Background: an optimization exercise with open tools, aiming at small area, a short achievable clock period and few clock cycles per item. Do not read the settings as production practice.
Only simulation tests tie the RTL to the original design; equivalence was not proved.
Power is estimated from default activity; no workload was simulated.

## oak
==> flow/design.v (excerpt) <==
module ooo_top (
   input  wire         clock,
   input  wire         reset,
   input  wire         dispatch_valid,
   input  wire  [2:0]  dispatch_op,
   input  wire  [3:0]  dispatch_rd,
   input  wire  [3:0]  dispatch_rs1,
   input  wire  [3:0]  dispatch_rs2,
   input  wire  [15:0] dispatch_imm,
   output logic        dispatch_ready,
   output logic        commit_valid,
   output logic [3:0]  commit_rd,
   output logic [31:0] commit_value
);
Size in the first run: roughly 5100 cells after synthesis, ~890 flip-flops, roughly 0.052 sq mm of cells after synthesis.
clock: 8.0 ns
lec_check: 0
cap_margin: 20
core_margin: 2
core_utilization: 50
cts_cluster_diameter: 80
cts_cluster_size: 25
place_density: 0.7
setup_slack_margin: 5
slew_margin: 20
tns_end_percent: 0
run.sh (not shown) runs the stock make flow with config.mk's settings and CLKGATE_MAP_FILE= SYNTH_SCRIPT=/design/flow/synth_recipe.tcl, a recipe that flattens the netlist after the stock synthesis.
oak: no failed stages, no open violations at the end
Testbench counts of oak, summed over its fixed seeds: cycles 16,438, insts 16,000.
## Diff of input files: pine against oak
Settings: PLACE_DENSITY now 0.5, was 0.7; CTS_CLUSTER_DIAMETER no longer set, was 80; CORE_UTILIZATION now 40, was 50; CTS_CLUSTER_SIZE no longer set, was 25.
## What came out
- pine finished every step from synthesis to the final layout, and the layout passed the timing, design-rule and antenna checks.
- Depth of the CTS H-tree came out higher on pine than on oak.
- Diff oak..pine | post-synthesis sequential area ratio | negligible
- Compared with oak, pine shows a number of diodes added for antenna fixing that is 1 higher.
- Between pine and oak, the difference in final period demand of the worst path is negligible.
- Taking pine over oak, the wire length of the first global-routing pass ratio works out to 1.10.
- In pine the core utilization turned out 9.5 points lower than in oak.
- Going from oak to pine, maximum fanout encountered on the critical timing path down 13, routed wire length went up, synthesis-to-layout area growth increased by 3.9 points relative to the old numbers.
- Re number of gates on the worst path with buffers counted: oak was lower than pine.
Edits applied to the flow inputs when going from pine to birch:
Settings: PLACE_DENSITY now 0.65, was 0.5; CTS_CLUSTER_DIAMETER now 80, previously not set; CTS_CLUSTER_SIZE now 25, previously not set.
==> notes.md <==
birch can be clocked faster than pine. birch does better than pine on wire length. Comparing the two runs side by side, birch comes out ahead of pine on total power after layout. On met3 capacity usage during global routing, birch and pine are basically level. Fraction of final layout cells with drive strength greater than 1 sits lower in birch than in pine. Setup slack of the critical path after layout: birch vs pine up 0.085 ns. The cell count after placement of pine and that of birch are within noise of each other. birch — routed via count 423 higher, pine as reference. birch vs. pine: count of cells along the worst register-to-register path went down by 1.
diff inputs: birch => maple
Settings: PLACE_DENSITY changed from 0.65 to 0.5.
[summary]
- The final critical-path required period number comes out higher for maple vs birch.
- Against birch, maple comes in 2.5 points higher on global routing usage summed across all routing layers.
- Routed wire length, birch and maple: larger value in maple
- Global-route wire length before repair (maple over birch): increase, 6.9%
- The design area on birch is in line with that on maple.
- Global routing met1 resource utilization, birch and maple: larger value in maple
- Summary — post-CTS repair timing setup buffer count, maple relative to birch: lower, by 52%.
- [maple] final-layout fill cell count rose 231 relative to birch
- In maple the clock power turned out about 14% higher than in birch.
- The critical-path cell with the highest stage delay comes out xor3_1 in one run and fa_1 in the other, namely in birch and maple respectively.
- The number of stages on the worst hold path of birch and that of maple are within noise of each other.
- Between birch and maple, the share of total power in combinational logic is lower for maple.
- Run comparison: maple capturing element of the worst setup path m_mid[31]$_DFF_P_; birch capturing element of the worst setup path m_mid[115]$_DFF_P_

---

Starting RTL as in the previous note.
export LEC_CHECK = 0
export CAP_MARGIN = 5
export CORE_MARGIN = 2
export CORE_UTILIZATION = 40
export CTS_CLUSTER_DIAMETER = 80
export CTS_CLUSTER_SIZE = 25
export PLACE_DENSITY = 0.65
export SETUP_SLACK_MARGIN = 5
export SLEW_MARGIN = 5
export TNS_END_PERCENT = 0
create_clock -name core_clock -period 8.0 [get_ports {clock}]
Testbench counts at the start, summed over its fixed seeds: cycles 16,438, insts 16,000.
Next try:
--- a/flow/config.mk
+++ b/flow/config.mk
@@ -8 +8 @@
-export CAP_MARGIN = 5
+export CAP_MARGIN = 20
@@ -15,2 +15,2 @@
-export SLEW_MARGIN = 5
-export TNS_END_PERCENT = 0
+export SLEW_MARGIN = 20
+export TNS_END_PERCENT = 5
Result: The new run finished with timing, DRC and antenna clean; utilization climbs by 2.5 points; combinational power came out higher by about 20%; sequential share of layout area shrinks by 2.1 points; cell area increases by 5.5%; clock skew came out higher by 14 ps; power goes up by 2.4%; setup slack gets worse by 62 ps; global-route usage grows by 1.4 points; synthesized area stays the same; clock-buffer cell count goes up by 1.

---

ooo_top again, from the RTL that the note above started with.
make LEC_CHECK=0 CAP_MARGIN=20 CORE_MARGIN=2 CORE_UTILIZATION=40 CTS_CLUSTER_DIAMETER=80 CTS_CLUSTER_SIZE=25 GPL_ROUTABILITY_DRIVEN=0 PLACE_DENSITY=0.5 SETUP_SLACK_MARGIN=5 SLEW_MARGIN=20 TNS_END_PERCENT=0 finish   # period 8.0 ns
The baseline completed with no timing, DRC or antenna violations.
Testbench counts at the start, summed over its fixed seeds: cycles 16,438, insts 16,000.
==> next run, changes <==
- GPL_ROUTABILITY_DRIVEN: 0 -> default
- PLACE_DENSITY: 0.5 -> 0.85
Outcome: The new run produced a clean layout. Utilization decreases by 0.34 points. Combinational power fell by about 6%. Die area does not change. Count of clock-buffer cells in the layout drops by 4. Total power drops by about 6%. Setup slack improves by 0.027 ns. Via count climbs by about 5%. Sequential power grows by about 0.8%. Synthesized area does not change. Wire length shrinks by 11%.
==> next run, changes <==
- CTS_CLUSTER_SIZE: 25 -> 30
- PLACE_DENSITY: 0.85 -> 0.5
What happened: Design area is higher by 0.92%. Synthesized cell count does not change. Clock skew rose by 0.034 ns. Power went up by 6.8%. Clock-buffer cell count goes down by 12. Routed wire length rose by 13%. Die area is unchanged. Register-to-register slack degrades by 0.02 ns. Worst setup slack gets worse by 0.022 ns. Fmax decreases by 0.57%.
==> next run, changes <==
- CTS_CLUSTER_SIZE: 30 -> 25
- PLACE_DENSITY: 0.5 -> 0.75
Worst setup slack gets better by 0.11 ns.
Area after synthesis is unchanged.
Sequential share of layout area grows by 0.22 points.
Routed wire length went down by roughly a tenth.
Clock-buffer cell count increases by 11.

-- afterwards: timing with drivers on the ports --
The results above use ideal ports. As a check the final layouts listed here were re-extracted and re-timed, cells and wires unchanged. Step 1 assumes that a clkbuf_16 drives the clock port and a buf_2 every other input. Step 2 times the ports against the registers' clock, not the clock port: input delays grow and output delays shrink by t, the midpoint of the rising clock arrivals with the driver on. a / b / c = no drivers / after step 1 / after step 2; a / b = the first two.
| run | t, ns | setup slack, ns | slew at the worst register clock pin (ns) |
|---|---|---|---|
| oak | 0.750 | 4.147 / 4.147 / 4.147 | 0.11 / 0.11 |
| pine | 0.778 | 4.147 / 4.134 / 4.147 | 0.07 / 0.07 |
| birch | 0.733 | 4.232 / 4.232 / 4.232 | 0.11 / 0.11 |
| maple | 0.766 | 4.107 / 4.107 / 4.107 | 0.11 / 0.11 |
| the first run of note 2 | 0.733 | 4.232 / 4.232 / 4.232 | 0.11 / 0.11 |
| the second run of note 2 | 0.754 | 4.170 / 4.170 / 4.170 | 0.11 / 0.11 |
| the first run of note 3 | 0.766 | 4.107 / 4.107 / 4.107 | 0.11 / 0.11 |
| the second run of note 3 | 0.719 | 4.134 / 4.134 / 4.134 | 0.10 / 0.10 |
| the third run of note 3 | 0.762 | 4.112 / 4.112 / 4.112 | 0.12 / 0.12 |
| the fourth run of note 3 | 0.742 | 4.221 / 4.221 / 4.221 | 0.10 / 0.10 |
After both steps setup and hold are still met in every run listed.
